This is an optimization exercise on Yosys and OpenROAD, whose aim is small area, not a production implementation. Function was checked by simulation only, so behaviour that the tests miss may differ from the original. No activity file was given, so power comes from the tool's default toggle rates.

$ cat flow/flow/run.sh
#!/bin/bash
# The standard layout with three changes:
#  - synthesis skips the generic ABC pass inside Yosys's synth command and maps
#    through an area-oriented ABC script (flow/abc_area.script)
#    in place of ORFS's; ORFS's other scripts are used unchanged;
#  - every port still gets its own buffer, of the smallest buffer cell;
#  - clock tree synthesis inserts no dummy loads.
set -euo pipefail
here=$(pwd)
rm -rf "$here/scripts_abc"
cp -r "$FLOW_HOME/scripts" "$here/scripts_abc"
cp "$here/flow/abc_area.script" "$here/scripts_abc/abc_area.script"
bash standard.sh SCRIPTS_DIR="$here/scripts_abc" "SYNTH_ARGS=-noabc" synth > "$here/synth.log" 2>&1
bash standard.sh \
  "BUFFER_PORTS_ARGS=-buffer_cell sky130_fd_sc_hd__buf_1" \
  "CTS_ARGS=-sink_clustering_enable -repair_clock_nets -sink_clustering_size 30 -sink_clustering_max_diameter 100 -dont_use_dummy_load" \
  finish > "$here/layout.log" 2>&1
$ cat flow/flow/abc_area.script
strash
ifraig
dc2
dch -f
amap
topo
stime -c
upsize -c
dnsize -c
$ cat flow/standard.sh
#!/bin/bash
# synth_recipe.tcl (not shown) runs the flow's synth.tcl, then flattens the netlist and writes it again
# the make line also repeats each setting of config.mk as NAME=value (left out here)
make -C /OpenROAD-flow-scripts/flow DESIGN_CONFIG=/design/flow/config.mk WORK_HOME=/design/flow/orfs CLKGATE_MAP_FILE= SYNTH_SCRIPT=/design/flow/synth_recipe.tcl "${@:-finish}"
$ cat flow/config.mk
export PLATFORM = sky130hd
export DESIGN_NAME = vecdot9
export DESIGN_NICKNAME = vecdot9
export VERILOG_FILES = /design/flow/design.v
export SDC_FILE = /design/flow/constraint.sdc
export NUM_CORES = 4
export LEC_CHECK = 0
export ABC_AREA = 1
export CAP_MARGIN = 20
export CORE_MARGIN = 2
export CORE_UTILIZATION = 60
export CTS_CLUSTER_DIAMETER = 100
export CTS_CLUSTER_SIZE = 30
export GPL_TIMING_DRIVEN = 0
export SLEW_MARGIN = 20
$ cat flow/constraint.sdc
create_clock -name core_clock -period 8.0 [get_ports {clk}]
set_input_delay 1.6000 -clock core_clock [delete_from_list [all_inputs] [get_ports {clk}]]
set_output_delay 1.6000 -clock core_clock [all_outputs]
set_load 0.01 [all_outputs]
$ cat flow/design.v
package vecdot_pkg;
  typedef logic signed [16-1:0] sample_t;
  typedef logic signed [2*16-1:0] product_t;
  typedef logic signed [41-1:0] acc_t;
  typedef logic [4-1:0] tap_idx_t;
  typedef logic [9*16-1:0] tap_vec_t;
endpackage
module mac_tree (
  input  logic [135:0] rows,
  input  logic [7:0]  b_neg,
  input  logic [34:0] acc_in,
  output logic [34:0] acc_sum
);
  logic s1, c2, s3, c4, s5, c6, s7, c8, s9, c10, s11, c12;
  logic s13, c14, s15, c16, s17, c18, s19, c20, s21, c22, s23, c24;
  logic s25, c26, s27, c28, s29, c30, s31, c32, s33, c34, s35, c36;
  logic s37, c38, s39, c40, s41, c42, s43, c44, s45, c46, s47, c48;
  logic s49, c50, s51, c52, s53, c54, s55, c56, s57, c58, s59, c60;
  logic s61, c62, s63, c64, s65, c66, s67, c68, s69, c70, s71, c72;
  logic s73, c74, s75, c76, s77, c78, s79, c80, s81, c82, s83, c84;
  logic s85, c86, s87, c88, s89, c90, s91, c92, s93, c94, s95, c96;
  logic s97, c98, s99, c100, s101, c102, s103, c104, s105, c106, s107, c108;
  logic s109, c110, s111, c112, s113, c114, s115, c116, s117, c118, s119, c120;
  logic s121, c122, s123, c124, s125, c126, s127, c128, s129, c130, s131, c132;
  logic s133, c134, s135, c136, s137, c138, s139, c140, s141, c142, s143, c144;
  logic s145, c146, s147, c148, s149, c150, s151, c152, s153, c154, s155, c156;
  logic s157, c158, s159, c160, s161, c162, s163, c164, s165, c166, s167, c168;
  logic s169, c170, s171, c172, s173, c174, s175, c176, s177, c178, s179, c180;
  logic s181, c182, s183, c184, s185, c186, s187, c188, s189, c190, s191, c192;
  logic s193, c194, s195, c196, s197, c198, s199, c200, s201, c202, s203, c204;
  logic s205, c206, s207, c208, s209, c210, s211, c212, s213, c214, s215, c216;
  logic s217, c218, s219, c220, s221, c222, s223, c224, s225, c226, s227, c228;
  logic s229, c230, s231, c232, s233, c234, s235, c236, s237, c238, s239, c240;
  logic s241, c242, s243, c244, s245, c246, s247, c248, s249, c250, s251, c252;
  logic s253, c254, s255, c256, s257, c258, s259, c260, s261, c262, s263, c264;
  logic s265, c266, s267, c268, s269, c270, s271, c272, g0_0, p0_0, g0_1, p0_1;
  logic g0_2, p0_2, g0_3, p0_3, g0_4, p0_4, g0_5, p0_5, g0_6, p0_6, g0_7, p0_7;
  logic g0_8, p0_8, g0_9, p0_9, g0_10, p0_10, g0_11, p0_11, g0_12, p0_12, g0_13, p0_13;
  logic g0_14, p0_14, g0_15, p0_15, g0_16, p0_16, g0_17, p0_17, g0_18, p0_18, g0_19, p0_19;
  logic g0_20, p0_20, g0_21, p0_21, g0_22, p0_22, g0_23, p0_23, g0_24, p0_24, g0_25, p0_25;
  logic g0_26, p0_26, g0_27, p0_27, g0_28, p0_28, g0_29, p0_29, g0_30, p0_30, g0_31, p0_31;
  logic g0_32, p0_32, g0_33, p0_33, g0_34, p0_34, gu1_1, pu1_1, gu1_3, pu1_3, gu1_5, pu1_5;
  logic gu1_7, pu1_7, gu1_9, pu1_9, gu1_11, pu1_11, gu1_13, pu1_13, gu1_15, pu1_15, gu1_17, pu1_17;
  logic gu1_19, pu1_19, gu1_21, pu1_21, gu1_23, pu1_23, gu1_25, pu1_25, gu1_27, pu1_27, gu1_29, pu1_29;
  logic gu1_31, pu1_31, gu1_33, pu1_33, gu2_3, pu2_3, gu2_7, pu2_7, gu2_11, pu2_11, gu2_15, pu2_15;
  logic gu2_19, pu2_19, gu2_23, pu2_23, gu2_27, pu2_27, gu2_31, pu2_31, gu3_7, pu3_7, gu3_15, pu3_15;
  logic gu3_23, pu3_23, gu3_31, pu3_31, gu4_15, pu4_15, gu4_31, pu4_31, gu5_31, pu5_31, gd9_23, pd9_23;
  logic gd10_11, pd10_11, gd10_19, pd10_19, gd10_27, pd10_27, gd11_5, pd11_5, gd11_9, pd11_9, gd11_13, pd11_13;
  logic gd11_17, pd11_17, gd11_21, pd11_21, gd11_25, pd11_25, gd11_29, pd11_29, gd11_33, pd11_33, gd12_2, pd12_2;
  logic gd12_4, pd12_4, gd12_6, pd12_6, gd12_8, pd12_8, gd12_10, pd12_10, gd12_12, pd12_12, gd12_14, pd12_14;
  logic gd12_16, pd12_16, gd12_18, pd12_18, gd12_20, pd12_20, gd12_22, pd12_22, gd12_24, pd12_24, gd12_26, pd12_26;
  logic gd12_28, pd12_28, gd12_30, pd12_30, gd12_32, pd12_32, gd12_34, pd12_34;
  assign s1 = acc_in[0] ^ b_neg[0];
  assign c2 = acc_in[0] & b_neg[0];
  assign s3 = acc_in[1] ^ c2;
  assign c4 = acc_in[1] & c2;
  assign s5 = acc_in[2] ^ b_neg[1] ^ c4;
  assign c6 = (acc_in[2] & b_neg[1]) | (acc_in[2] & c4) | (b_neg[1] & c4);
  assign s7 = rows[2] ^ rows[17];
  assign c8 = rows[2] & rows[17];
  assign s9 = acc_in[3] ^ rows[3] ^ rows[18];
  assign c10 = (acc_in[3] & rows[3]) | (acc_in[3] & rows[18]) | (rows[3] & rows[18]);
  assign s11 = c8 ^ c6;
  assign c12 = c8 & c6;
  assign s13 = acc_in[4] ^ b_neg[2] ^ rows[4];
  assign c14 = (acc_in[4] & b_neg[2]) | (acc_in[4] & rows[4]) | (b_neg[2] & rows[4]);
  assign s15 = rows[19] ^ rows[34] ^ c10;
  assign c16 = (rows[19] & rows[34]) | (rows[19] & c10) | (rows[34] & c10);
  assign s17 = c12 ^ s13;
  assign c18 = c12 & s13;
  assign s19 = acc_in[5] ^ rows[5] ^ rows[20];
  assign c20 = (acc_in[5] & rows[5]) | (acc_in[5] & rows[20]) | (rows[5] & rows[20]);
  assign s21 = rows[35] ^ c14 ^ s19;
  assign c22 = (rows[35] & c14) | (rows[35] & s19) | (c14 & s19);
  assign s23 = c18 ^ c16;
  assign c24 = c18 & c16;
  assign s25 = acc_in[6] ^ b_neg[3] ^ rows[6];
  assign c26 = (acc_in[6] & b_neg[3]) | (acc_in[6] & rows[6]) | (b_neg[3] & rows[6]);
  assign s27 = rows[21] ^ rows[36] ^ rows[51];
  assign c28 = (rows[21] & rows[36]) | (rows[21] & rows[51]) | (rows[36] & rows[51]);
  assign s29 = c20 ^ s25 ^ s27;
  assign c30 = (c20 & s25) | (c20 & s27) | (s25 & s27);
  assign s31 = c22 ^ c24;
  assign c32 = c22 & c24;
  assign s33 = acc_in[7] ^ rows[7] ^ rows[22];
  assign c34 = (acc_in[7] & rows[7]) | (acc_in[7] & rows[22]) | (rows[7] & rows[22]);
  assign s35 = rows[37] ^ rows[52] ^ c26;
  assign c36 = (rows[37] & rows[52]) | (rows[37] & c26) | (rows[52] & c26);
  assign s37 = c28 ^ s33 ^ c30;
  assign c38 = (c28 & s33) | (c28 & c30) | (s33 & c30);
  assign s39 = s35 ^ c32;
  assign c40 = s35 & c32;
  assign s41 = acc_in[8] ^ b_neg[4] ^ rows[8];
  assign c42 = (acc_in[8] & b_neg[4]) | (acc_in[8] & rows[8]) | (b_neg[4] & rows[8]);
  assign s43 = rows[23] ^ rows[38] ^ rows[53];
  assign c44 = (rows[23] & rows[38]) | (rows[23] & rows[53]) | (rows[38] & rows[53]);
  assign s45 = rows[68] ^ c34 ^ s41;
  assign c46 = (rows[68] & c34) | (rows[68] & s41) | (c34 & s41);
  assign s47 = s43 ^ c36 ^ s45;
  assign c48 = (s43 & c36) | (s43 & s45) | (c36 & s45);
  assign s49 = c38 ^ c40;
  assign c50 = c38 & c40;
  assign s51 = acc_in[9] ^ rows[9] ^ rows[24];
  assign c52 = (acc_in[9] & rows[9]) | (acc_in[9] & rows[24]) | (rows[9] & rows[24]);
  assign s53 = rows[39] ^ rows[54] ^ rows[69];
  assign c54 = (rows[39] & rows[54]) | (rows[39] & rows[69]) | (rows[54] & rows[69]);
  assign s55 = c42 ^ c44 ^ s51;
  assign c56 = (c42 & c44) | (c42 & s51) | (c44 & s51);
  assign s57 = s53 ^ c46 ^ s55;
  assign c58 = (s53 & c46) | (s53 & s55) | (c46 & s55);
  assign s59 = c48 ^ s57;
  assign c60 = c48 & s57;
  assign s61 = acc_in[10] ^ b_neg[5] ^ rows[10];
  assign c62 = (acc_in[10] & b_neg[5]) | (acc_in[10] & rows[10]) | (b_neg[5] & rows[10]);
  assign s63 = rows[25] ^ rows[40] ^ rows[55];
  assign c64 = (rows[25] & rows[40]) | (rows[25] & rows[55]) | (rows[40] & rows[55]);
  assign s65 = rows[70] ^ rows[85] ^ c52;
  assign c66 = (rows[70] & rows[85]) | (rows[70] & c52) | (rows[85] & c52);
  assign s67 = c54 ^ s61 ^ s63;
  assign c68 = (c54 & s61) | (c54 & s63) | (s61 & s63);
  assign s69 = c56 ^ s65 ^ s67;
  assign c70 = (c56 & s65) | (c56 & s67) | (s65 & s67);
  assign s71 = c58 ^ s69;
  assign c72 = c58 & s69;
  assign s73 = acc_in[11] ^ rows[11] ^ rows[26];
  assign c74 = (acc_in[11] & rows[11]) | (acc_in[11] & rows[26]) | (rows[11] & rows[26]);
  assign s75 = rows[41] ^ rows[56] ^ rows[71];
  assign c76 = (rows[41] & rows[56]) | (rows[41] & rows[71]) | (rows[56] & rows[71]);
  assign s77 = rows[86] ^ c62 ^ c64;
  assign c78 = (rows[86] & c62) | (rows[86] & c64) | (c62 & c64);
  assign s79 = s73 ^ s75 ^ c66;
  assign c80 = (s73 & s75) | (s73 & c66) | (s75 & c66);
  assign s81 = c68 ^ s77 ^ s79;
  assign c82 = (c68 & s77) | (c68 & s79) | (s77 & s79);
  assign s83 = c70 ^ c72;
  assign c84 = c70 & c72;
  assign s85 = acc_in[12] ^ b_neg[6] ^ rows[12];
  assign c86 = (acc_in[12] & b_neg[6]) | (acc_in[12] & rows[12]) | (b_neg[6] & rows[12]);
  assign s87 = rows[27] ^ rows[42] ^ rows[57];
  assign c88 = (rows[27] & rows[42]) | (rows[27] & rows[57]) | (rows[42] & rows[57]);
  assign s89 = rows[72] ^ rows[87] ^ rows[102];
  assign c90 = (rows[72] & rows[87]) | (rows[72] & rows[102]) | (rows[87] & rows[102]);
  assign s91 = c74 ^ c76 ^ s85;
  assign c92 = (c74 & c76) | (c74 & s85) | (c76 & s85);
  assign s93 = s87 ^ s89 ^ c78;
  assign c94 = (s87 & s89) | (s87 & c78) | (s89 & c78);
  assign s95 = s91 ^ c80 ^ s93;
  assign c96 = (s91 & c80) | (s91 & s93) | (c80 & s93);
  assign s97 = c82 ^ s95;
  assign c98 = c82 & s95;
  assign s99 = acc_in[13] ^ rows[13] ^ rows[28];
  assign c100 = (acc_in[13] & rows[13]) | (acc_in[13] & rows[28]) | (rows[13] & rows[28]);
  assign s101 = rows[43] ^ rows[58] ^ rows[73];
  assign c102 = (rows[43] & rows[58]) | (rows[43] & rows[73]) | (rows[58] & rows[73]);
  assign s103 = rows[88] ^ rows[103] ^ c86;
  assign c104 = (rows[88] & rows[103]) | (rows[88] & c86) | (rows[103] & c86);
  assign s105 = c88 ^ c90 ^ s99;
  assign c106 = (c88 & c90) | (c88 & s99) | (c90 & s99);
  assign s107 = s101 ^ c92 ^ s103;
  assign c108 = (s101 & c92) | (s101 & s103) | (c92 & s103);
  assign s109 = s105 ^ c94 ^ s107;
  assign c110 = (s105 & c94) | (s105 & s107) | (c94 & s107);
  assign s111 = c96 ^ s109;
  assign c112 = c96 & s109;
  assign s113 = acc_in[14] ^ b_neg[7] ^ rows[14];
  assign c114 = (acc_in[14] & b_neg[7]) | (acc_in[14] & rows[14]) | (b_neg[7] & rows[14]);
  assign s115 = rows[29] ^ rows[44] ^ rows[59];
  assign c116 = (rows[29] & rows[44]) | (rows[29] & rows[59]) | (rows[44] & rows[59]);
  assign s117 = rows[74] ^ rows[89] ^ rows[104];
  assign c118 = (rows[74] & rows[89]) | (rows[74] & rows[104]) | (rows[89] & rows[104]);
  assign s119 = rows[119] ^ c100 ^ c102;
  assign c120 = (rows[119] & c100) | (rows[119] & c102) | (c100 & c102);
  assign s121 = s113 ^ s115 ^ s117;
  assign c122 = (s113 & s115) | (s113 & s117) | (s115 & s117);
  assign s123 = c104 ^ c106 ^ s119;
  assign c124 = (c104 & c106) | (c104 & s119) | (c106 & s119);
  assign s125 = s121 ^ c108 ^ s123;
  assign c126 = (s121 & c108) | (s121 & s123) | (c108 & s123);
  assign s127 = c110 ^ s125;
  assign c128 = c110 & s125;
  assign s129 = acc_in[15] ^ rows[15] ^ rows[30];
  assign c130 = (acc_in[15] & rows[15]) | (acc_in[15] & rows[30]) | (rows[15] & rows[30]);
  assign s131 = rows[45] ^ rows[60] ^ rows[75];
  assign c132 = (rows[45] & rows[60]) | (rows[45] & rows[75]) | (rows[60] & rows[75]);
  assign s133 = rows[90] ^ rows[105] ^ rows[120];
  assign c134 = (rows[90] & rows[105]) | (rows[90] & rows[120]) | (rows[105] & rows[120]);
  assign s135 = c114 ^ c116 ^ c118;
  assign c136 = (c114 & c116) | (c114 & c118) | (c116 & c118);
  assign s137 = s129 ^ s131 ^ s133;
  assign c138 = (s129 & s131) | (s129 & s133) | (s131 & s133);
  assign s139 = c120 ^ c122 ^ s135;
  assign c140 = (c120 & c122) | (c120 & s135) | (c122 & s135);
  assign s141 = s137 ^ c124 ^ s139;
  assign c142 = (s137 & c124) | (s137 & s139) | (c124 & s139);
  assign s143 = c126 ^ s141;
  assign c144 = c126 & s141;
  assign s145 = acc_in[16] ^ ~rows[16] ^ rows[31];
  assign c146 = (acc_in[16] & ~rows[16]) | (acc_in[16] & rows[31]) | (~rows[16] & rows[31]);
  assign s147 = rows[46] ^ rows[61] ^ rows[76];
  assign c148 = (rows[46] & rows[61]) | (rows[46] & rows[76]) | (rows[61] & rows[76]);
  assign s149 = rows[91] ^ rows[106] ^ rows[121];
  assign c150 = (rows[91] & rows[106]) | (rows[91] & rows[121]) | (rows[106] & rows[121]);
  assign s151 = c130 ^ c132 ^ c134;
  assign c152 = (c130 & c132) | (c130 & c134) | (c132 & c134);
  assign s153 = s145 ^ s147 ^ s149;
  assign c154 = (s145 & s147) | (s145 & s149) | (s147 & s149);
  assign s155 = c136 ^ c138 ^ s151;
  assign c156 = (c136 & c138) | (c136 & s151) | (c138 & s151);
  assign s157 = s153 ^ c140 ^ s155;
  assign c158 = (s153 & c140) | (s153 & s155) | (c140 & s155);
  assign s159 = c142 ^ s157;
  assign c160 = c142 & s157;
  assign s161 = acc_in[17] ^ rows[32] ^ rows[47];
  assign c162 = (acc_in[17] & rows[32]) | (acc_in[17] & rows[47]) | (rows[32] & rows[47]);
  assign s163 = rows[62] ^ rows[77] ^ rows[92];
  assign c164 = (rows[62] & rows[77]) | (rows[62] & rows[92]) | (rows[77] & rows[92]);
  assign s165 = rows[107] ^ rows[122] ^ c146;
  assign c166 = (rows[107] & rows[122]) | (rows[107] & c146) | (rows[122] & c146);
  assign s167 = c148 ^ c150 ^ s161;
  assign c168 = (c148 & c150) | (c148 & s161) | (c150 & s161);
  assign s169 = s163 ^ c152 ^ c154;
  assign c170 = (s163 & c152) | (s163 & c154) | (c152 & c154);
  assign s171 = s165 ^ s167 ^ c156;
  assign c172 = (s165 & s167) | (s165 & c156) | (s167 & c156);
  assign s173 = s169 ^ c158 ^ s171;
  assign c174 = (s169 & c158) | (s169 & s171) | (c158 & s171);
  assign s175 = acc_in[18] ^ ~rows[33] ^ rows[48];
  assign c176 = (acc_in[18] & ~rows[33]) | (acc_in[18] & rows[48]) | (~rows[33] & rows[48]);
  assign s177 = rows[63] ^ rows[78] ^ rows[93];
  assign c178 = (rows[63] & rows[78]) | (rows[63] & rows[93]) | (rows[78] & rows[93]);
  assign s179 = rows[108] ^ rows[123] ^ c162;
  assign c180 = (rows[108] & rows[123]) | (rows[108] & c162) | (rows[123] & c162);
  assign s181 = c164 ^ s175 ^ s177;
  assign c182 = (c164 & s175) | (c164 & s177) | (s175 & s177);
  assign s183 = c166 ^ c168 ^ s179;
  assign c184 = (c166 & c168) | (c166 & s179) | (c168 & s179);
  assign s185 = s181 ^ c170 ^ s183;
  assign c186 = (s181 & c170) | (s181 & s183) | (c170 & s183);
  assign s187 = c172 ^ s185;
  assign c188 = c172 & s185;
  assign s189 = acc_in[19] ^ rows[49] ^ rows[64];
  assign c190 = (acc_in[19] & rows[49]) | (acc_in[19] & rows[64]) | (rows[49] & rows[64]);
  assign s191 = rows[79] ^ rows[94] ^ rows[109];
  assign c192 = (rows[79] & rows[94]) | (rows[79] & rows[109]) | (rows[94] & rows[109]);
  assign s193 = rows[124] ^ c176 ^ c178;
  assign c194 = (rows[124] & c176) | (rows[124] & c178) | (c176 & c178);
  assign s195 = s189 ^ s191 ^ c180;
  assign c196 = (s189 & s191) | (s189 & c180) | (s191 & c180);
  assign s197 = c182 ^ s193 ^ c184;
  assign c198 = (c182 & s193) | (c182 & c184) | (s193 & c184);
  assign s199 = s195 ^ c186 ^ s197;
  assign c200 = (s195 & c186) | (s195 & s197) | (c186 & s197);
  assign s201 = acc_in[20] ^ ~rows[50] ^ rows[65];
  assign c202 = (acc_in[20] & ~rows[50]) | (acc_in[20] & rows[65]) | (~rows[50] & rows[65]);
  assign s203 = rows[80] ^ rows[95] ^ rows[110];
  assign c204 = (rows[80] & rows[95]) | (rows[80] & rows[110]) | (rows[95] & rows[110]);
  assign s205 = rows[125] ^ c190 ^ c192;
  assign c206 = (rows[125] & c190) | (rows[125] & c192) | (c190 & c192);
  assign s207 = s201 ^ s203 ^ c194;
  assign c208 = (s201 & s203) | (s201 & c194) | (s203 & c194);
  assign s209 = s205 ^ c196 ^ s207;
  assign c210 = (s205 & c196) | (s205 & s207) | (c196 & s207);
  assign s211 = c198 ^ s209;
  assign c212 = c198 & s209;
  assign s213 = acc_in[21] ^ rows[66] ^ rows[81];
  assign c214 = (acc_in[21] & rows[66]) | (acc_in[21] & rows[81]) | (rows[66] & rows[81]);
  assign s215 = rows[96] ^ rows[111] ^ rows[126];
  assign c216 = (rows[96] & rows[111]) | (rows[96] & rows[126]) | (rows[111] & rows[126]);
  assign s217 = c202 ^ c204 ^ s213;
  assign c218 = (c202 & c204) | (c202 & s213) | (c204 & s213);
  assign s219 = s215 ^ c206 ^ s217;
  assign c220 = (s215 & c206) | (s215 & s217) | (c206 & s217);
  assign s221 = c208 ^ s219 ^ c210;
  assign c222 = (c208 & s219) | (c208 & c210) | (s219 & c210);
  assign s223 = acc_in[22] ^ ~rows[67] ^ rows[82];
  assign c224 = (acc_in[22] & ~rows[67]) | (acc_in[22] & rows[82]) | (~rows[67] & rows[82]);
  assign s225 = rows[97] ^ rows[112] ^ rows[127];
  assign c226 = (rows[97] & rows[112]) | (rows[97] & rows[127]) | (rows[112] & rows[127]);
  assign s227 = c214 ^ c216 ^ s223;
  assign c228 = (c214 & c216) | (c214 & s223) | (c216 & s223);
  assign s229 = s225 ^ c218 ^ s227;
  assign c230 = (s225 & c218) | (s225 & s227) | (c218 & s227);
  assign s231 = c220 ^ s229;
  assign c232 = c220 & s229;
  assign s233 = acc_in[23] ^ rows[83] ^ rows[98];
  assign c234 = (acc_in[23] & rows[83]) | (acc_in[23] & rows[98]) | (rows[83] & rows[98]);
  assign s235 = rows[113] ^ rows[128] ^ c224;
  assign c236 = (rows[113] & rows[128]) | (rows[113] & c224) | (rows[128] & c224);
  assign s237 = c226 ^ s233 ^ c228;
  assign c238 = (c226 & s233) | (c226 & c228) | (s233 & c228);
  assign s239 = s235 ^ c230 ^ s237;
  assign c240 = (s235 & c230) | (s235 & s237) | (c230 & s237);
  assign s241 = acc_in[24] ^ ~rows[84] ^ rows[99];
  assign c242 = (acc_in[24] & ~rows[84]) | (acc_in[24] & rows[99]) | (~rows[84] & rows[99]);
  assign s243 = rows[114] ^ rows[129] ^ c234;
  assign c244 = (rows[114] & rows[129]) | (rows[114] & c234) | (rows[129] & c234);
  assign s245 = s241 ^ c236 ^ s243;
  assign c246 = (s241 & c236) | (s241 & s243) | (c236 & s243);
  assign s247 = c238 ^ s245;
  assign c248 = c238 & s245;
  assign s249 = acc_in[25] ^ rows[100] ^ rows[115];
  assign c250 = (acc_in[25] & rows[100]) | (acc_in[25] & rows[115]) | (rows[100] & rows[115]);
  assign s251 = rows[130] ^ c242 ^ s249;
  assign c252 = (rows[130] & c242) | (rows[130] & s249) | (c242 & s249);
  assign s253 = c244 ^ s251 ^ c246;
  assign c254 = (c244 & s251) | (c244 & c246) | (s251 & c246);
  assign s255 = acc_in[26] ^ ~rows[101] ^ rows[116];
  assign c256 = (acc_in[26] & ~rows[101]) | (acc_in[26] & rows[116]) | (~rows[101] & rows[116]);
  assign s257 = rows[131] ^ c250 ^ s255;
  assign c258 = (rows[131] & c250) | (rows[131] & s255) | (c250 & s255);
  assign s259 = c252 ^ s257;
  assign c260 = c252 & s257;
  assign s261 = acc_in[27] ^ rows[117] ^ rows[132];
  assign c262 = (acc_in[27] & rows[117]) | (acc_in[27] & rows[132]) | (rows[117] & rows[132]);
  assign s263 = c256 ^ s261 ^ c258;
  assign c264 = (c256 & s261) | (c256 & c258) | (s261 & c258);
  assign s265 = acc_in[28] ^ ~rows[118] ^ rows[133];
  assign c266 = (acc_in[28] & ~rows[118]) | (acc_in[28] & rows[133]) | (~rows[118] & rows[133]);
  assign s267 = c262 ^ s265;
  assign c268 = c262 & s265;
  assign s269 = acc_in[29] ^ rows[134] ^ c266;
  assign c270 = (acc_in[29] & rows[134]) | (acc_in[29] & c266) | (rows[134] & c266);
  assign s271 = acc_in[30] ^ ~rows[135];
  assign c272 = acc_in[30] & ~rows[135];
  assign p0_0 = s1 ^ rows[0];
  assign g0_0 = s1 & rows[0];
  assign p0_1 = rows[1] ^ s3;
  assign g0_1 = rows[1] & s3;
  assign p0_2 = s7 ^ s5;
  assign g0_2 = s7 & s5;
  assign p0_3 = s9 ^ s11;
  assign g0_3 = s9 & s11;
  assign p0_4 = s17 ^ s15;
  assign g0_4 = s17 & s15;
  assign p0_5 = s21 ^ s23;
  assign g0_5 = s21 & s23;
  assign p0_6 = s29 ^ s31;
  assign g0_6 = s29 & s31;
  assign p0_7 = s37 ^ s39;
  assign g0_7 = s37 & s39;
  assign p0_8 = s47 ^ s49;
  assign g0_8 = s47 & s49;
  assign p0_9 = c50 ^ s59;
  assign g0_9 = c50 & s59;
  assign p0_10 = c60 ^ s71;
  assign g0_10 = c60 & s71;
  assign p0_11 = s81 ^ s83;
  assign g0_11 = s81 & s83;
  assign p0_12 = c84 ^ s97;
  assign g0_12 = c84 & s97;
  assign p0_13 = c98 ^ s111;
  assign g0_13 = c98 & s111;
  assign p0_14 = c112 ^ s127;
  assign g0_14 = c112 & s127;
  assign p0_15 = c128 ^ s143;
  assign g0_15 = c128 & s143;
  assign p0_16 = c144 ^ s159;
  assign g0_16 = c144 & s159;
  assign p0_17 = c160 ^ s173;
  assign g0_17 = c160 & s173;
  assign p0_18 = s187 ^ c174;
  assign g0_18 = s187 & c174;
  assign p0_19 = c188 ^ s199;
  assign g0_19 = c188 & s199;
  assign p0_20 = s211 ^ c200;
  assign g0_20 = s211 & c200;
  assign p0_21 = c212 ^ s221;
  assign g0_21 = c212 & s221;
  assign p0_22 = s231 ^ c222;
  assign g0_22 = s231 & c222;
  assign p0_23 = c232 ^ s239;
  assign g0_23 = c232 & s239;
  assign p0_24 = s247 ^ c240;
  assign g0_24 = s247 & c240;
  assign p0_25 = c248 ^ s253;
  assign g0_25 = c248 & s253;
  assign p0_26 = s259 ^ c254;
  assign g0_26 = s259 & c254;
  assign p0_27 = c260 ^ s263;
  assign g0_27 = c260 & s263;
  assign p0_28 = s267 ^ c264;
  assign g0_28 = s267 & c264;
  assign p0_29 = c268 ^ s269;
  assign g0_29 = c268 & s269;
  assign p0_30 = s271 ^ c270;
  assign g0_30 = s271 & c270;
  assign p0_31 = acc_in[31] ^ c272;
  assign g0_31 = acc_in[31] & c272;
  assign p0_32 = acc_in[32] ^ 1'b0;
  assign g0_32 = acc_in[32] & 1'b0;
  assign p0_33 = acc_in[33] ^ 1'b0;
  assign g0_33 = acc_in[33] & 1'b0;
  assign p0_34 = acc_in[34] ^ 1'b0;
  assign g0_34 = acc_in[34] & 1'b0;
  assign gu1_1 = g0_1 | (p0_1 & g0_0);
  assign pu1_1 = p0_1 & p0_0;
  assign gu1_3 = g0_3 | (p0_3 & g0_2);
  assign pu1_3 = p0_3 & p0_2;
  assign gu1_5 = g0_5 | (p0_5 & g0_4);
  assign pu1_5 = p0_5 & p0_4;
  assign gu1_7 = g0_7 | (p0_7 & g0_6);
  assign pu1_7 = p0_7 & p0_6;
  assign gu1_9 = g0_9 | (p0_9 & g0_8);
  assign pu1_9 = p0_9 & p0_8;
  assign gu1_11 = g0_11 | (p0_11 & g0_10);
  assign pu1_11 = p0_11 & p0_10;
  assign gu1_13 = g0_13 | (p0_13 & g0_12);
  assign pu1_13 = p0_13 & p0_12;
  assign gu1_15 = g0_15 | (p0_15 & g0_14);
  assign pu1_15 = p0_15 & p0_14;
  assign gu1_17 = g0_17 | (p0_17 & g0_16);
  assign pu1_17 = p0_17 & p0_16;
  assign gu1_19 = g0_19 | (p0_19 & g0_18);
  assign pu1_19 = p0_19 & p0_18;
  assign gu1_21 = g0_21 | (p0_21 & g0_20);
  assign pu1_21 = p0_21 & p0_20;
  assign gu1_23 = g0_23 | (p0_23 & g0_22);
  assign pu1_23 = p0_23 & p0_22;
  assign gu1_25 = g0_25 | (p0_25 & g0_24);
  assign pu1_25 = p0_25 & p0_24;
  assign gu1_27 = g0_27 | (p0_27 & g0_26);
  assign pu1_27 = p0_27 & p0_26;
  assign gu1_29 = g0_29 | (p0_29 & g0_28);
  assign pu1_29 = p0_29 & p0_28;
  assign gu1_31 = g0_31 | (p0_31 & g0_30);
  assign pu1_31 = p0_31 & p0_30;
  assign gu1_33 = g0_33 | (p0_33 & g0_32);
  assign pu1_33 = p0_33 & p0_32;
  assign gu2_3 = gu1_3 | (pu1_3 & gu1_1);
  assign pu2_3 = pu1_3 & pu1_1;
  assign gu2_7 = gu1_7 | (pu1_7 & gu1_5);
  assign pu2_7 = pu1_7 & pu1_5;
  assign gu2_11 = gu1_11 | (pu1_11 & gu1_9);
  assign pu2_11 = pu1_11 & pu1_9;
  assign gu2_15 = gu1_15 | (pu1_15 & gu1_13);
  assign pu2_15 = pu1_15 & pu1_13;
  assign gu2_19 = gu1_19 | (pu1_19 & gu1_17);
  assign pu2_19 = pu1_19 & pu1_17;
  assign gu2_23 = gu1_23 | (pu1_23 & gu1_21);
  assign pu2_23 = pu1_23 & pu1_21;
  assign gu2_27 = gu1_27 | (pu1_27 & gu1_25);
  assign pu2_27 = pu1_27 & pu1_25;
  assign gu2_31 = gu1_31 | (pu1_31 & gu1_29);
  assign pu2_31 = pu1_31 & pu1_29;
  assign gu3_7 = gu2_7 | (pu2_7 & gu2_3);
  assign pu3_7 = pu2_7 & pu2_3;
  assign gu3_15 = gu2_15 | (pu2_15 & gu2_11);
  assign pu3_15 = pu2_15 & pu2_11;
  assign gu3_23 = gu2_23 | (pu2_23 & gu2_19);
  assign pu3_23 = pu2_23 & pu2_19;
  assign gu3_31 = gu2_31 | (pu2_31 & gu2_27);
  assign pu3_31 = pu2_31 & pu2_27;
  assign gu4_15 = gu3_15 | (pu3_15 & gu3_7);
  assign pu4_15 = pu3_15 & pu3_7;
  assign gu4_31 = gu3_31 | (pu3_31 & gu3_23);
  assign pu4_31 = pu3_31 & pu3_23;
  assign gu5_31 = gu4_31 | (pu4_31 & gu4_15);
  assign pu5_31 = pu4_31 & pu4_15;
  assign gd9_23 = gu3_23 | (pu3_23 & gu4_15);
  assign pd9_23 = pu3_23 & pu4_15;
  assign gd10_11 = gu2_11 | (pu2_11 & gu3_7);
  assign pd10_11 = pu2_11 & pu3_7;
  assign gd10_19 = gu2_19 | (pu2_19 & gu4_15);
  assign pd10_19 = pu2_19 & pu4_15;
  assign gd10_27 = gu2_27 | (pu2_27 & gd9_23);
  assign pd10_27 = pu2_27 & pd9_23;
  assign gd11_5 = gu1_5 | (pu1_5 & gu2_3);
  assign pd11_5 = pu1_5 & pu2_3;
  assign gd11_9 = gu1_9 | (pu1_9 & gu3_7);
  assign pd11_9 = pu1_9 & pu3_7;
  assign gd11_13 = gu1_13 | (pu1_13 & gd10_11);
  assign pd11_13 = pu1_13 & pd10_11;
  assign gd11_17 = gu1_17 | (pu1_17 & gu4_15);
  assign pd11_17 = pu1_17 & pu4_15;
  assign gd11_21 = gu1_21 | (pu1_21 & gd10_19);
  assign pd11_21 = pu1_21 & pd10_19;
  assign gd11_25 = gu1_25 | (pu1_25 & gd9_23);
  assign pd11_25 = pu1_25 & pd9_23;
  assign gd11_29 = gu1_29 | (pu1_29 & gd10_27);
  assign pd11_29 = pu1_29 & pd10_27;
  assign gd11_33 = gu1_33 | (pu1_33 & gu5_31);
  assign pd11_33 = pu1_33 & pu5_31;
  assign gd12_2 = g0_2 | (p0_2 & gu1_1);
  assign pd12_2 = p0_2 & pu1_1;
  assign gd12_4 = g0_4 | (p0_4 & gu2_3);
  assign pd12_4 = p0_4 & pu2_3;
  assign gd12_6 = g0_6 | (p0_6 & gd11_5);
  assign pd12_6 = p0_6 & pd11_5;
  assign gd12_8 = g0_8 | (p0_8 & gu3_7);
  assign pd12_8 = p0_8 & pu3_7;
  assign gd12_10 = g0_10 | (p0_10 & gd11_9);
  assign pd12_10 = p0_10 & pd11_9;
  assign gd12_12 = g0_12 | (p0_12 & gd10_11);
  assign pd12_12 = p0_12 & pd10_11;
  assign gd12_14 = g0_14 | (p0_14 & gd11_13);
  assign pd12_14 = p0_14 & pd11_13;
  assign gd12_16 = g0_16 | (p0_16 & gu4_15);
  assign pd12_16 = p0_16 & pu4_15;
  assign gd12_18 = g0_18 | (p0_18 & gd11_17);
  assign pd12_18 = p0_18 & pd11_17;
  assign gd12_20 = g0_20 | (p0_20 & gd10_19);
  assign pd12_20 = p0_20 & pd10_19;
  assign gd12_22 = g0_22 | (p0_22 & gd11_21);
  assign pd12_22 = p0_22 & pd11_21;
  assign gd12_24 = g0_24 | (p0_24 & gd9_23);
  assign pd12_24 = p0_24 & pd9_23;
  assign gd12_26 = g0_26 | (p0_26 & gd11_25);
  assign pd12_26 = p0_26 & pd11_25;
  assign gd12_28 = g0_28 | (p0_28 & gd10_27);
  assign pd12_28 = p0_28 & pd10_27;
  assign gd12_30 = g0_30 | (p0_30 & gd11_29);
  assign pd12_30 = p0_30 & pd11_29;
  assign gd12_32 = g0_32 | (p0_32 & gu5_31);
  assign pd12_32 = p0_32 & pu5_31;
  assign gd12_34 = g0_34 | (p0_34 & gd11_33);
  assign pd12_34 = p0_34 & pd11_33;
  assign acc_sum[0] = p0_0;
  assign acc_sum[1] = p0_1 ^ g0_0;
  assign acc_sum[2] = p0_2 ^ gu1_1;
  assign acc_sum[3] = p0_3 ^ gd12_2;
  assign acc_sum[4] = p0_4 ^ gu2_3;
  assign acc_sum[5] = p0_5 ^ gd12_4;
  assign acc_sum[6] = p0_6 ^ gd11_5;
  assign acc_sum[7] = p0_7 ^ gd12_6;
  assign acc_sum[8] = p0_8 ^ gu3_7;
  assign acc_sum[9] = p0_9 ^ gd12_8;
  assign acc_sum[10] = p0_10 ^ gd11_9;
  assign acc_sum[11] = p0_11 ^ gd12_10;
  assign acc_sum[12] = p0_12 ^ gd10_11;
  assign acc_sum[13] = p0_13 ^ gd12_12;
  assign acc_sum[14] = p0_14 ^ gd11_13;
  assign acc_sum[15] = p0_15 ^ gd12_14;
  assign acc_sum[16] = p0_16 ^ gu4_15;
  assign acc_sum[17] = p0_17 ^ gd12_16;
  assign acc_sum[18] = p0_18 ^ gd11_17;
  assign acc_sum[19] = p0_19 ^ gd12_18;
  assign acc_sum[20] = p0_20 ^ gd10_19;
  assign acc_sum[21] = p0_21 ^ gd12_20;
  assign acc_sum[22] = p0_22 ^ gd11_21;
  assign acc_sum[23] = p0_23 ^ gd12_22;
  assign acc_sum[24] = p0_24 ^ gd9_23;
  assign acc_sum[25] = p0_25 ^ gd12_24;
  assign acc_sum[26] = p0_26 ^ gd11_25;
  assign acc_sum[27] = p0_27 ^ gd12_26;
  assign acc_sum[28] = p0_28 ^ gd10_27;
  assign acc_sum[29] = p0_29 ^ gd12_28;
  assign acc_sum[30] = p0_30 ^ gd11_29;
  assign acc_sum[31] = p0_31 ^ gd12_30;
  assign acc_sum[32] = p0_32 ^ gu5_31;
  assign acc_sum[33] = p0_33 ^ gd12_32;
  assign acc_sum[34] = p0_34 ^ gd11_33;
endmodule
module vecdot9 (
  input  logic                clk,
  input  logic                reset,
  input  logic                en,
  input  vecdot_pkg::sample_t hin,
  input  logic                hin_valid,
  input  vecdot_pkg::sample_t xin,
  input  logic                xin_valid,
  output vecdot_pkg::sample_t dout,
  output logic                dout_valid,
  output logic                sat
);
  localparam int W = 16;
  localparam int N = 9;
  localparam int AW = 2*W + 3;
  logic [N*W-1:0]     xslot_q;
  logic [(N-1)*W-1:0] kpart_q;
  logic [N*W-1:0]     kcur_q;
  logic               kzero_q;
  logic [3:0]         fcnt_q;
  logic [3:0]         kcnt_q;
  logic [N-1:0]       step_q;
  logic               vld_q;
  logic [AW-1:0]      acc_q;
  logic x_acc, h_acc, f_done, k_done, busy;
  assign x_acc  = en && xin_valid;
  assign h_acc  = en && hin_valid;
  assign f_done = x_acc && (fcnt_q == 4'd8);
  assign k_done = h_acc && (kcnt_q == 4'd8);
  assign busy   = |step_q;
  always_ff @(posedge clk) begin
    if (reset) begin
      fcnt_q <= '0;
    end else if (x_acc) begin
      fcnt_q <= (fcnt_q == 4'd8) ? 4'd0 : fcnt_q + 4'd1;
    end
  end
  always_ff @(posedge clk) begin
    if (reset) begin
      kcnt_q <= '0;
    end else if (h_acc) begin
      kcnt_q <= (kcnt_q == 4'd8) ? 4'd0 : kcnt_q + 4'd1;
    end
  end
  always_ff @(posedge clk) begin
    for (int i = 0; i < N; i++) begin
      if (x_acc && fcnt_q == 4'(i)) begin
        xslot_q[i*W +: W] <= xin;
      end
    end
  end
  always_ff @(posedge clk) begin
    if (h_acc) begin
      kpart_q <= {hin, kpart_q[(N-1)*W-1:W]};
    end
  end
  always_ff @(posedge clk) begin
    if (k_done) begin
      kcur_q <= {hin, kpart_q};
    end
  end
  always_ff @(posedge clk) begin
    if (reset) begin
      kzero_q <= 1'b1;
    end else if (k_done) begin
      kzero_q <= 1'b0;
    end
  end
  logic signed [W-1:0]    x_op;
  logic signed [W-1:0]    k_op;
  always_comb begin
    x_op = '0;
    k_op = '0;
    for (int i = 0; i < N; i++) begin
      x_op = x_op | (xslot_q[i*W +: W] & {W{step_q[i]}});
      k_op = k_op | (kcur_q[i*W +: W] & {W{step_q[i]}});
    end
    if (kzero_q) k_op = '0;
  end
  localparam int NR = W/2;
  logic [W:0]          xb;
  logic [NR-1:0]       b_one, b_two, b_neg;
  logic [NR*(W+1)-1:0] rows;
  logic [AW-1:0]       acc_in;
  logic [AW-1:0]       acc_sum;
  assign xb = {x_op, 1'b0};
  always_comb begin
    for (int j = 0; j < NR; j++) begin
      b_one[j] = xb[2*j+1] ^ xb[2*j];
      b_two[j] = (xb[2*j+2] & ~xb[2*j+1] & ~xb[2*j]) | (~xb[2*j+2] & xb[2*j+1] & xb[2*j]);
      b_neg[j] = xb[2*j+2];
      for (int i = 0; i <= W; i++) begin
        rows[j*(W+1)+i] = ((b_one[j] & (i == W ? k_op[W-1] : k_op[i])) |
                           (b_two[j] & (i == 0 ? 1'b0 : k_op[i-1]))) ^ b_neg[j];
      end
    end
  end
  mac_tree u_tree (
    .rows    (rows),
    .b_neg   (b_neg),
    .acc_in  (acc_in),
    .acc_sum (acc_sum)
  );
  always_ff @(posedge clk) begin
    if (reset) begin
      step_q <= '0;
    end else if (en) begin
      step_q <= {step_q[N-2:0], f_done};
    end
  end
  always_ff @(posedge clk) begin
    if (reset) begin
      vld_q <= 1'b0;
    end else if (en) begin
      vld_q <= step_q[N-1];
    end
  end
  localparam logic [AW-1:0] START = AW'(35'd512 - 35'd9 * 35'h0_5555_0000);
  assign acc_in = step_q[0] ? START : acc_q;
  always_ff @(posedge clk) begin
    if (en && busy) begin
      acc_q <= acc_sum;
    end
  end
  logic pos_ovf, neg_ovf;
  assign pos_ovf = !acc_q[AW-1] && (|acc_q[AW-2:W+10-1]);
  assign neg_ovf =  acc_q[AW-1] && !(&acc_q[AW-2:W+10-1]);
  always_comb begin
    if (pos_ovf)      dout = {1'b0, {(W-1){1'b1}}};
    else if (neg_ovf) dout = {1'b1, {(W-1){1'b0}}};
    else              dout = acc_q[10 +: W];
  end
  assign sat        = pos_ovf || neg_ovf;
  assign dout_valid = vld_q;
endmodule
==> impl_results.md, run 1 <==
- Run status: finished clean
- Pre-antenna DRT Iters: 10
- Data required, critical path: between 8000 and 9000 ps
- CP Launch Type: register
- Critical path endpoint category: register
- EDFF count, synth: 451
- Via count: between 10000 and 15000
- Vias in the first global route: approximately 14000
- Clk slew on worst S/H paths: around 110 ps
- Largest net degree at the start of global routing: 70
- Worst hold slack: 429 ps
- Post-synthesis mux area share: 0
- Adder-Cell Fraction of Synth Area: 0.152
- Combinational share of power: 0.560
- Leakage power: about 7.8 nW
- Starting DRT DRC Count: between 1500 and 2000
- Critical-path top delay cell: dfxtp_4
- PwrDens: approximately 420 nW/um2
- Hold WC Path Type: register to register
- Number of setup violations in the final report: 0
- Largest family of logic cells by synthesized area: adder cells
- Synth Area in XOR/XNOR: 0
- MaxCap Viol Count: 0
- Global placement routability congestion: a little under 0.9
- Root Driver: clkbuf_16
- YS warnings: 1
- #FFs+latches synth: 470
- CTS Buf Count: 22
- Initial Util: 0.606
- Ys flop type: edfxtp_1
- Die width: 196 um
- CP max FO: 37
- WL final: 49700 um
- Syn nets: between 1500 and 2000
- Final Max Tran Viols: 0
- Area growth syn-to-layout: 10.6%
- CP Class: register to register
- Synth Area in Compound Gates: 0.141
- Total track usage: 0.261
- F_max: roughly 130 MHz
- Full die area: 38400 um2
- Layout cells sized above 1: 0.104
- Maximum buffer depth of the clock tree: 3
- DRC viols: 0
- Area of the multi-input gates: 8100 um2
- First-pass GRT wire length: 76600 um
- Hold Buf Count CTS: 0
- Post-Route Skew: approximately 52 ps
- Post-route ant nets: 0
- Net Sw Power: a little over 4 mW
- Clock power frac: 0.116
- CTS tree: yes
- Dpl hpwl: ~33000 um
- Simple-gate share of the synthesized area: 0.0672
- Clock sinks: 470
- Chip Height: slightly below 200 um
- GRT overflow: 0
- Nets: roughly 1800
- Wirelength per Cell: about 24 um
- Mapped Area: 22100 um2
- Sequential power share: 0.324
- Avg Synthesized Cell Area: around 15 um2
- Pre-CTS setup slack: between 40 and 50 ps
- Mapped Cells: around 1500
- Row Count: 70
- Area taken by flip-flops and latches: about 14000 um2
- Drt via density: around 6.5
- Final worst slack: 435 ps
- Tcrit/Tclk final: 0.946
- Fill count: 2600
- Final Hold Vio Count: 0
- Power Internal: around 6.2 mW
- Switching part of the total: 0.397
- Initial antenna violation count: 4
- Worst rel slew slack: 0.450
- Final Critical Period: around 7600 ps
- VDD IR-drop max: approximately 0.00036 V
- CP most frequent cell: fa_1
- Worst EP arrival: between 7000 and 8000 ps
- Clk Latency, worst-skew pair: 570 ps
- Synth cell types: 39
- CP peak stage delay: approximately 640 ps
- Async set or reset register ratio after synthesis: 0
- Core box area: approximately 36000 um2
- Port buffer count: 54
- Sequential-to-total area share from yosys stat: 0.630
- I/O pins: 55
- Least-Margin Pin Slew: a little over 800 ps
- H-tree lvl count: 1
logic make-up after synthesis:
group / after synthesis
adders and majority gates: 191
DFF: 470
and+or+nand+nor: 325
AOI/OAI and AO/OA: 435
buffers and inverters: 54
worst max-delay path: cells and delay by family, from the launching register on:
kind,cells,cell delay [ps]
AO/OA/AOI/OAI,7,1510
flip-flops,1,640
adder cells (fa/ha/maj),7,3230
AND/OR/NAND/NOR,9,1140
buffers and inverters,2,740
cells in the final DEF, fill, tap and decap left out, types with 3 or more instances in the layout:
master	count
nand3_2	17
nand2_1	154
clkinv_1	43
buf_4	37
ha_1	63
o221ai_2	3
nand3_1	19
buf_1	55
nor3_2	7
edfxtp_1	451
a21oi_1	42
fa_1	128
o21ai_1	24
and3_1	8
clkbuf_16	22
buf_8	9
a221oi_1	8
o221ai_4	5
nor2b_1	23
o22ai_1	107
buf_6	7
nand2_2	8
inv_6	5
buf_16	6
buf_12	7
o221ai_1	15
o21ai_0	109
dfxtp_2	8
nor2_1	74
o21a_4	3
a21oi_2	4
a222oi_1	96
or2_0	5
dfxtp_1	10
a211oi_1	6
diode_2	4
registers in the layout, indices dropped and copies added (netlist names):
register	count
kzero_q	1
acc_q	35
xslot_q	144
kcur_q	144
vld_q	1
fcnt_q	4
step_q	9
kpart_q	128
kcnt_q	4
metrics by stage:
| step | instance area [um2] | total power [mW] | TNS [ps] | util | instances |
|---|---|---|---|---|---|
| floorplan | 22100 | 7.87 | 0 | - | 1475 |
| global placement | 22900 | 8.88 | -462020 | 0.628 | 1997 |
| detailed placement | 23600 | 9.12 | 0 | 0.647 | 2035 |
| CTS | 24100 | 10.3 | 0 | 0.662 | 2057 |
| global route | 24400 | 11.3 | -2.42 | 0.670 | 2089 |
| finish | 24400 | 10.3 | 0 | 0.670 | 2090 |
worst paths after layout:
| path | from | end | slack, ps | depth (start not counted) |
|---|---|---|---|---|
| worst max-delay path | step_q[0] | acc_q[30] | 430 | 25 |
| worst min-delay path | kpart_q[0] | kcur_q[0] | 430 | 0 |
| worst max register to register | step_q[0] | acc_q[30] | 430 | 25 |
| worst min register to register | kpart_q[0] | kcur_q[0] | 430 | 0 |
Yosys cell counts (6+ instances only):
master    instances  share of area
clkinv_1         45         0.0076
ha_1             63          0.036
nor2_1           76          0.013
nor2b_1          23         0.0065
dfxtp_1          19          0.017
nand2_2           7         0.0020
o22ai_1         107          0.030
nand3_1          20         0.0045
nand2_1         155          0.026
nor3_1           10         0.0023
o221ai_1         15         0.0059
a21oi_1          42         0.0095
a222oi_1         96          0.043
fa_1            128           0.12
o21ai_1          22         0.0050
and3_1            9         0.0025
o21ai_0         111          0.025
nand3_2          15         0.0068
edfxtp_1        451           0.61
a211oi_1          6         0.0020
a221oi_1          8         0.0032
or2_0             6         0.0017
area by class of cell:
cell class | instances | share of cell area
antenna | 4 | 0.000410
buffer | 1 | 0.000154
inverter | 53 | 0.00973
tap | 468 | 0.0240
multi-input combinational | 952 | 0.332
clock buffer | 22 | 0.0225
sequential | 470 | 0.571
timing repair buffer | 120 | 0.0409
metal layers:
metal | wire [um] | GRT usage
met1 | 21000 | 0.364
met5 | 0 | 0
met2 | 23600 | 0.431
met3 | 3830 | 0.0450
met4 | 1220 | 0.0715
timing repair:
action	in CTS	in global routing
resized for setup	0	32
setup endpoints to repair	0	9
setup buffers	0	28
power groups by stage:
| stage | Combinational, mW | Clock (mW) | Sequential [mW] |
|---|---|---|---|
| 2_1_floorplan | 4.50 | 0 | 3.37 |
| 3_3_place_gp | 5.46 | 0 | 3.41 |
| 3_5_place_dp | 5.72 | 0 | 3.39 |
| 4_1_cts | 5.77 | 1.22 | 3.34 |
| 5_1_grt | 6.68 | 1.29 | 3.36 |
| 6_report | 5.77 | 1.20 | 3.34 |
==> run 2: changes to the inputs <==
--- a/flow/config.mk
+++ b/flow/config.mk
@@ -12,4 +12,5 @@
 export CTS_CLUSTER_DIAMETER = 100
 export CTS_CLUSTER_SIZE = 30
 export GPL_TIMING_DRIVEN = 0
+export SETUP_SLACK_MARGIN = -0.3
 export SLEW_MARGIN = 20
==> impl_results.md, run 2 <==
- Run status: finished clean
- Simple-gate share of the synthesized area: 0.0672
- First-pass GRT wire length: 76600 um
- Critical-path top delay cell: dfxtp_2
- Worst Reg-to-Reg Cells: 31
- Avg Synthesized Cell Area: 15.0 um2
- Hold endpoint: kcur_q[0]
- Mapped Area: ~22000 um2
- WL final: about 50000 um
- Maximum buffer depth of the clock tree: 3
- Drt via density: 6.50
- Core box area: around 36000 um2
- Final Hold Vio Count: 0
- Post-synth top area cell: edfxtp_1
- Dpl hpwl: roughly 33000 um
- Synth cell count leaders: edfxtp_1, nand2_1, fa_1
- Final Critical Period: approximately 7700 ps
- Cells after DPL: a little over 2000
- Layout cells sized above 1: 0.0918
- Critical path endpoint category: register
- Clk slew on worst S/H paths: roughly 110 ps
- YS warnings: 1
- Mapped Cells: between 1000 and 1500
- Setup tns final: 0 ps
- Total track usage: 0.261
- F_max: between 100 and 150 MHz
- #FFs+latches synth: 470
- Hold path start: kpart_q[0]
- Die width: roughly 200 um
- CP peak stage delay: between 500 and 600 ps
- M1 WL: roughly 21000 um
- CTS tree: yes
- Cell with the most instances after synthesis: edfxtp_1
- CTS Buf Count: 22
- PwrDens: between 400 and 500 nW/um2
- Post-Route Skew: between 50 and 60 ps
- Data required, critical path: a little over 8000 ps
- Global placement routability congestion: 0.885
- Adder-Cell Fraction of Synth Area: 0.152
- Tcrit/Tclk final: 0.966
- Row Count: 70
- Vias in the first global route: ~14000
- GRT overflow: 0
- Post-route ant nets: 0
- Via count: approximately 13000
- I/O pins: 55
- Least-Margin Pin Slew: around 1000 ps
- Largest family of logic cells by synthesized area: adder cells
- Commonest non-fill, non-tap cell in the layout: edfxtp_1
- Syn nets: ~1700
- Sequential-to-total area share from yosys stat: 0.630
- Top sig layer: met4
- CP Launch Type: register
- Starting DRT DRC Count: ~1700
- Initial Util: 0.606
- MaxCap Viol Count: 0
- Final worst slack: ~280 ps
- Synth Area in XOR/XNOR: 0
- Commonest non-fill, non-tap cells in the layout: edfxtp_1, nand2_1, fa_1
- Worst hold path depth: 0
- Nets: ~1800
- Wire length on met2: roughly 24000 um
- Synth cell types: 39
- Ys flop type: edfxtp_1
- Full die area: between 30000 and 40000 um2
- Yosys top cell area share: 0.613
- Fill count: 2616
- Number of setup violations in the final report: 0
- EDFF count, synth: about 450
- Leakage power: between 7 and 8 nW
- Hold WC Path Type: register to register
- Wirelength per Cell: 23.9 um
- Port buffer count: 54
- Area growth syn-to-layout: 9.69%
- CP Class: register to register
- Post-synthesis mux area share: 0
- Pre-CTS setup slack: between 40 and 50 ps
- Met3 wire length: between 3000 and 4000 um
- Synth top area cells: edfxtp_1, fa_1, a222oi_1
- Pre-antenna DRT Iters: 7
- Largest registers: kcur_q x144, xslot_q x144, kpart_q x128
- DRC viols: 0
- R2R setup slack: ~280 ps
- Tot Pwr: between 10 and 15 mW
- Chip Height: 196 um
- Initial antenna violation count: 4
- Root Driver: clkbuf_16
- Clock sinks: between 400 and 500
- Worst rel slew slack: 0.306
- Clk Latency, worst-skew pair: ~570 ps
- Worst EP arrival: roughly 8000 ps
- CP max FO: 35
- Largest net degree at the start of global routing: 70
- Worst reg2reg endpoint: acc_q[30]
- Final cell count without fillers: 2073
- VDD IR-drop max: 0.000361 V
- CP most frequent cell: nand3_2
- Reg-to-Reg Start: step_q[8]
- H-tree lvl count: 1
- Final Max Tran Viols: 0
- Synth Area in Compound Gates: 0.141
- Async set or reset register ratio after synthesis: 0
[run 2: cell counts after synthesis]
Identical to the previous run, type by type.
[run 2: metrics by stage]
stage / utilization / cell area, um2 / hold WS (ps)
floorplan: - / 22100 / 400
global placement: 0.628 / 22900 / 401
detailed placement: 0.647 / 23600 / 405
CTS: 0.662 / 24100 / 431
global route: 0.665 / 24200 / 436
finish: 0.665 / 24200 / 429
[run 2: how the worst max path moves through the flow]
stage               slack (ps)          end  depth (start not counted)  startpoint
global placement         -2990  kcur_q[141]                          3          en
detailed placement          40    acc_q[30]                         30   step_q[8]
global route              -240    acc_q[30]                         32   step_q[0]
finish                     280    acc_q[30]                         31   step_q[8]
floorplan                  100    kcnt_q[1]                          4   hin_valid
CTS                          1    acc_q[30]                         30   step_q[8]
[run 2: timing repair]
action / 4_1_cts / 5_1_grt
endpoints found under the setup margin: 0 / 6
hold buffers: 0 / 0
setup buffers: 0 / 11
resized for setup: 0 / 9
[run 2: critical path, delay by kind of cell, from the launching register on]
kind                       cells  cell delay [ps]
AOI/OAI and AO/OA              7             1730
and+or+nand+nor               15             1800
adders and majority gates      7             2750
buffers and inverters          2              600
DFF                            1              520
[run 2: logic make-up after synthesis]
| family | Yosys count |
|---|---|
| simple gates | 325 |
| fa+ha+maj | 191 |
| buf+inv | 54 |
| compound gates | 435 |
| flops | 470 |
[run 2: area by class of cell]
class                   count  area [um2]  area share
inverters                  53         216     0.00893
clock buffers              22         551      0.0227
well taps                 468         586      0.0242
repair buffers            103         872      0.0360
plain buffers               1        3.75    0.000155
diodes                      4        10.0    0.000413
flip-flops and latches    470       13900       0.575
multi-input cells         952        8060       0.333
[run 2: power by group]
group | switching, mW | total [mW] | internal [mW]
combinational | 3.30 | 5.73 | 2.43
sequential | 0.0811 | 3.34 | 3.26
clock | 0.701 | 1.19 | 0.493
[run 2: metal layers]
| metal | track usage | up-vias |
|---|---|---|
| li1 | - | 6175 |
| met1 | 0.364 | 6678 |
| met2 | 0.431 | 530 |
| met3 | 0.0450 | 85 |
| met4 | 0.0715 | 0 |
| met5 | 0 | - |
==> run 3: changes to the inputs <==
--- a/flow/config.mk
+++ b/flow/config.mk
@@ -8,7 +8,7 @@
 export ABC_AREA = 1
 export CAP_MARGIN = 20
 export CORE_MARGIN = 2
-export CORE_UTILIZATION = 60
+export CORE_UTILIZATION = 70
 export CTS_CLUSTER_DIAMETER = 100
 export CTS_CLUSTER_SIZE = 30
 export GPL_TIMING_DRIVEN = 0
==> impl_results.md, run 3 <==
- Run status: finished clean
- Worst hold slack: approximately 400 ps
- CTS Buf Count: 22
- Area growth syn-to-layout: 9.14%
- YS warnings: 1
- Clk Latency, worst-skew pair: ~560 ps
- Async set or reset register ratio after synthesis: 0
- Initial Util: 0.706
- Fill count: between 1500 and 2000
- I/O pins: 55
- Post-Route Skew: about 67 ps
- Number of setup violations in the final report: 0
- Hold Buf Count CTS: 0
- Maximum buffer depth of the clock tree: 3
- Worst EP arrival: between 8000 and 9000 ps
- Via count: 13700
- Clk slew on worst S/H paths: ~100 ps
- Post-route ant nets: 0
- Nets: 1825
- Cell with the most instances after synthesis: edfxtp_1
- Critical path endpoint category: register
- Synth top area cells: edfxtp_1, fa_1, a222oi_1
- VDD IR-drop max: about 0.00050 V
- CP Class: register to register
- DRC viols: 0
- Layout cells sized above 1: 0.0878
- Yosys top cell area share: 0.613
- Syn nets: between 1500 and 2000
- Sequential-to-total area share from yosys stat: 0.630
- F_max: roughly 130 MHz
- Total track usage: 0.300
- Starting DRT DRC Count: around 1900
- Post-synth top area cell: edfxtp_1
- MaxCap Viol Count: 0
- Row Count: 65
- Final Hold Vio Count: 0
- Final Critical Period: a little under 8000 ps
- Die width: 182 um
- Tot Pwr: between 10 and 15 mW
- Synth cell types: 39
- Root Driver: clkbuf_16
- Vias in the first global route: 13600
- Wirelength per Cell: roughly 24 um
- Commonest non-fill, non-tap cells in the layout: edfxtp_1, nand2_1, fa_1
- PwrDens: ~430 nW/um2
- Global placement routability congestion: between 0.8 and 0.9
- Largest net degree at the start of global routing: 85
- Clock sinks: 470
- CP Launch Type: register
- Largest registers: kcur_q x144, xslot_q x144, kpart_q x128
- Chip Height: between 150 and 200 um
- Ys flop type: edfxtp_1
- Avg Synthesized Cell Area: around 15 um2
- #FFs+latches synth: 470
- Pre-antenna DRT Iters: 7
- Hold WC Path Type: register to register
- Worst rel slew slack: 0.362
- EDFF count, synth: between 400 and 500
- Drt via density: roughly 6.8
- Final Max Tran Viols: 0
- CP peak stage delay: between 600 and 700 ps
- Critical-path top delay cell: o221ai_4
- CTS tree: yes
- Least-Margin Pin Slew: about 960 ps
- Core box area: between 30000 and 40000 um2
- Commonest non-fill, non-tap cell in the layout: edfxtp_1
- H-tree lvl count: 1
- Dpl hpwl: around 32000 um
- WL final: between 40000 and 50000 um
- First-pass GRT wire length: roughly 76000 um
- Mapped Cells: 1475
- GRT overflow: 0
- Leakage power: 7.72 nW
- CP max FO: 24
- Synth cell count leaders: edfxtp_1, nand2_1, fa_1
- Data required, critical path: 8290 ps
- Mapped Area: 22100 um2
- Initial antenna violation count: 2
- Tcrit/Tclk final: 0.973
- Full die area: 33000 um2
- Port buffer count: 54
- CP most frequent cell: nand3_2
==> run 3: timing repair <==
action / 4_1_cts / 5_1_grt
setup buffers: 0 / 7
endpoints found under the setup margin: 0 / 5
resized for setup: 0 / 7
==> run 3: final timing paths <==
check	cells after the start	slack (ps)	from	endpoint
hold reg to reg	0	410	kpart_q[77]	kcur_q[77]
setup reg to reg	31	220	step_q[8]	acc_q[34]
hold / removal	0	410	kpart_q[77]	kcur_q[77]
setup / recovery	31	220	step_q[8]	acc_q[34]
==> run 3: metrics by stage <==
step,util,setup slack [ps],instances,area (um2),TNS [ps]
2_1_floorplan,-,96.6,1475,22100,0
3_3_place_gp,0.728,-2780,1931,22800,-424730
3_5_place_dp,0.750,58.6,1968,23500,0
4_1_cts,0.768,10.1,1990,24000,0
5_1_grt,0.770,-301,1999,24100,-1160
6_report,0.770,216,1999,24100,0
==> run 3: power by group <==
part | switching (mW) | internal (mW)
Clock | 0.682 | 0.492
Sequential | 0.0823 | 3.26
Combinational | 3.35 | 2.45
Total | 4.12 | 6.21
==> run 3: cell type report <==
class                   instances  area (um2)  share of cell area
clock buffers                  22         551              0.0228
multi-input cells             951        8050               0.334
plain buffers                   1        3.75            0.000156
repair buffers                 98         850              0.0352
diodes                          2        5.00            0.000208
well taps                     402         503              0.0209
flip-flops and latches        470       13900               0.578
inverters                      53         214             0.00887
==> run 3: logic make-up after synthesis <==
kind of cell,share of synthesized area
fa+ha+maj,0.152
compound gates,0.141
flops,0.630
simple gates,0.0672
buf+inv,0.00951
==> run 3: layer usage <==
metal  track usage  routed length, um  up-vias
li1              -                  -     6152
met1         0.421              19100     6749
met2         0.511              23900      679
met3        0.0365               4360       94
met4        0.0745               1040        0
met5             0                  0        -
==> run 3: critical path: cells and delay by family, from the launching register on <==
family / cells / cell delay [ps]
simple gates: 14 / 1720
buf+inv: 1 / 260
flops: 1 / 520
fa+ha+maj: 6 / 2360
compound gates: 10 / 2650
==> run 4: changes to the inputs <==
--- a/flow/flow/run.sh
+++ b/flow/flow/run.sh
@@ -4,7 +4,9 @@
 #    through an area-oriented ABC script (flow/abc_area.script)
 #    in place of ORFS's; ORFS's other scripts are used unchanged;
 #  - every port still gets its own buffer, of the smallest buffer cell;
-#  - clock tree synthesis inserts no dummy loads.
+#  - clock tree synthesis inserts no dummy loads;
+#  - after global routing, gates on paths with positive slack are downsized
+#    (ORFS's RECOVER_POWER step, for all such paths).
 set -euo pipefail
 here=$(pwd)
 rm -rf "$here/scripts_abc"
@@ -13,5 +15,6 @@
 bash standard.sh SCRIPTS_DIR="$here/scripts_abc" "SYNTH_ARGS=-noabc" synth > "$here/synth.log" 2>&1
 bash standard.sh \
   "BUFFER_PORTS_ARGS=-buffer_cell sky130_fd_sc_hd__buf_1" \
+  RECOVER_POWER=100 \
   "CTS_ARGS=-sink_clustering_enable -repair_clock_nets -sink_clustering_size 30 -sink_clustering_max_diameter 100 -dont_use_dummy_load" \
   finish > "$here/layout.log" 2>&1
==> impl_results.md, run 4 <==
- Worst rel slew slack: -0.388
- Global placement routability congestion: approximately 0.88
- Mapped Cells: around 1500
- Post-synth top area cell: edfxtp_1
- GRT overflow: 0
- CP most frequent cell: nand3_2
- CP max FO: 24
- Layout Utilization: 0.759
- Syn nets: between 1500 and 2000
- Fin area: 23800 um2
- Full die area: between 30000 and 40000 um2
- Wirelength per Cell: around 24 um
- Clock sinks: 470
- Final Critical Period: just under 8000 ps
- Port buffer count: 54
- Pre-antenna DRT Iters: 8
- Mapped Area: approximately 22000 um2
- Chip Height: ~180 um
- Met3 wire length: 4400 um
- Critical-path top delay cell: o221ai_4
- Die width: 182 um
- Async set or reset register ratio after synthesis: 0
- Hold WC Path Type: register to register
- F_max: 128 MHz
- Worst hold slack: roughly 410 ps
- Via count: 13800
- CTS tree: yes
- Least-Margin Pin Slew: 2080 ps
- I/O pins: 55
- PwrDens: ~430 nW/um2
- Total track usage: 0.300
- Tcrit/Tclk final: 0.974
- Data required, critical path: 8290 ps
- Maximum buffer depth of the clock tree: 3
- Starting DRT DRC Count: 1706
- Cells after DPL: approximately 2000
- Avg Synthesized Cell Area: roughly 15 um2
- Core box area: 31300 um2
- Row Count: between 60 and 70
- Area growth syn-to-layout: 7.61%
- First-pass GRT wire length: between 70000 and 80000 um
- Commonest non-fill, non-tap cell in the layout: edfxtp_1
- M1 WL: around 19000 um
- Clk Latency, worst-skew pair: 560 ps
- Largest net degree at the start of global routing: 85
- Commonest non-fill, non-tap cells in the layout: edfxtp_1, nand2_1, fa_1
- Root Driver: clkbuf_16
- Synth top area cells: edfxtp_1, fa_1, a222oi_1
- Hold Buf Count CTS: 0
- Initial antenna violation count: 2
- Cell with the most instances after synthesis: edfxtp_1
- Top sig layer: met4
- Post-Route Skew: roughly 67 ps
- #FFs+latches synth: 470
- YS warnings: 1
- Leakage power: 7.55 nW
- CP peak stage delay: about 630 ps
- Number of setup violations in the final report: 0
- DRC viols: 0
- Largest registers: kcur_q x144, xslot_q x144, kpart_q x128
- Wire length on met2: around 24000 um
- EDFF count, synth: approximately 450
- Post-route ant nets: 0
- Final Max Tran Viols: ~150
- Run status: failed layout checks
- Drt via density: between 6 and 7
- Setup tns final: 0 ps
- Synth cell count leaders: edfxtp_1, nand2_1, fa_1
- Dpl hpwl: between 30000 and 40000 um
- Critical path endpoint category: register
- CTS Buf Count: 22
- CP Class: register to register
- VDD IR-drop max: roughly 0.00050 V
- CP Launch Type: register
- Yosys top cell area share: 0.613
- Ys flop type: edfxtp_1
- Final cell count without fillers: 1999
- DP Area: 23500 um2
- Worst EP arrival: ~8000 ps
- H-tree lvl count: 1
- Sequential-to-total area share from yosys stat: 0.630
- Synth cell types: 39
- Initial Util: 0.706
- Layout cells sized above 1: 0.0633
- WL final: 48600 um
- Clk slew on worst S/H paths: approximately 100 ps
- Final Hold Vio Count: 0
- Vias in the first global route: about 14000
- Nets: between 1500 and 2000
- Violated checks: max-capacitance violations, max-slew violations
- MaxCap Viol Count: 3
[run 4: cell counts after synthesis]
Identical to the previous run, type by type.
[run 4: worst max-delay path, delay by kind of cell (launching register included)]
family | cells | cell delay [ps]
AND/OR/NAND/NOR | 14 | 1710
AO/OA/AOI/OAI | 10 | 2640
buffers and inverters | 1 | 260
adder cells (fa/ha/maj) | 6 | 2360
flip-flops | 1 | 530
[run 4: path summary, 6_finish.rpt]
path / start / end / slack, ps / depth (start not counted)
setup / recovery: step_q[8] / acc_q[34] / 210 / 31
hold / removal: kpart_q[77] / kcur_q[77] / 410 / 0
setup reg to reg: step_q[8] / acc_q[34] / 210 / 31
hold reg to reg: kpart_q[77] / kcur_q[77] / 410 / 0
[run 4: per-layer routing]
| metal | GRT usage | up-vias |
|---|---|---|
| met3 | 0.0365 | 105 |
| met4 | 0.0745 | 0 |
| li1 | - | 6151 |
| met1 | 0.421 | 6788 |
| met5 | 0 | - |
| met2 | 0.511 | 719 |
[run 4: area by class of cell]
type / count / area (um2)
flip-flops and latches: 470 / 13900
multi-input cells: 951 / 7980
fillers: 1889 / 7540
repair buffers: 98 / 587
clock buffers: 22 / 551
well taps: 402 / 503
inverters: 53 / 210
diodes: 2 / 5.00
plain buffers: 1 / 3.75
[run 4: report_power, final]
part	switching, mW	total, mW	internal (mW)	leakage (nW)
Combinational	3.35	5.80	2.45	2.99
Sequential	0.0821	3.34	3.26	4.29
Clock	0.680	1.17	0.492	0.271
Total	4.12	10.3	6.21	7.55
[run 4: timing repair]
action                     CTS  global route
resized for setup            0             7
buffers inserted             0             7
setup endpoints to repair    0             5
[run 4: cell families (layout without fill, tap and decap cells)]
family,count (synthesis),count (layout),share of synthesized area
flops,470,470,0.630
compound gates,435,435,0.141
simple gates,325,325,0.0672
fa+ha+maj,191,191,0.152
buf+inv,54,174,0.00951
other cells,0,2,0
[run 4: per-stage QoR]
stage               power [mW]  setup slack, ps
global route              11.3             -297
finish                    10.3              212
floorplan                 7.87             96.6
CTS                       10.4             10.1
detailed placement        9.17             58.6
global placement          8.82            -2780

[port drivers added, routing unchanged]
Ports are ideal in the flow. The routed layouts listed here were re-timed in OpenROAD. Step 1, drivers: a clkbuf_16 drives clk and a buf_2 each remaining input, both assumed. Step 2 also shifts input and output timing later by t, the mid clock arrival at the registers, as if the neighbouring blocks saw the same clock. Slacks: ideal / step 1 / step 2; pairs: ideal / step 1.
run	t (ns)	slack for setup (ns)	worst setup path after step 2	latest minus earliest clock arrival (ns)
run 1	0.604	0.435 / 0.435 / 0.435	register to register	0.052 / 0.052
run 2	0.603	0.275 / 0.275 / 0.275	register to register	0.054 / 0.055
run 3	0.585	0.216 / 0.216 / 0.216	register to register	0.067 / 0.067
run 4	0.584	0.212 / 0.212 / 0.212	register to register	0.066 / 0.066
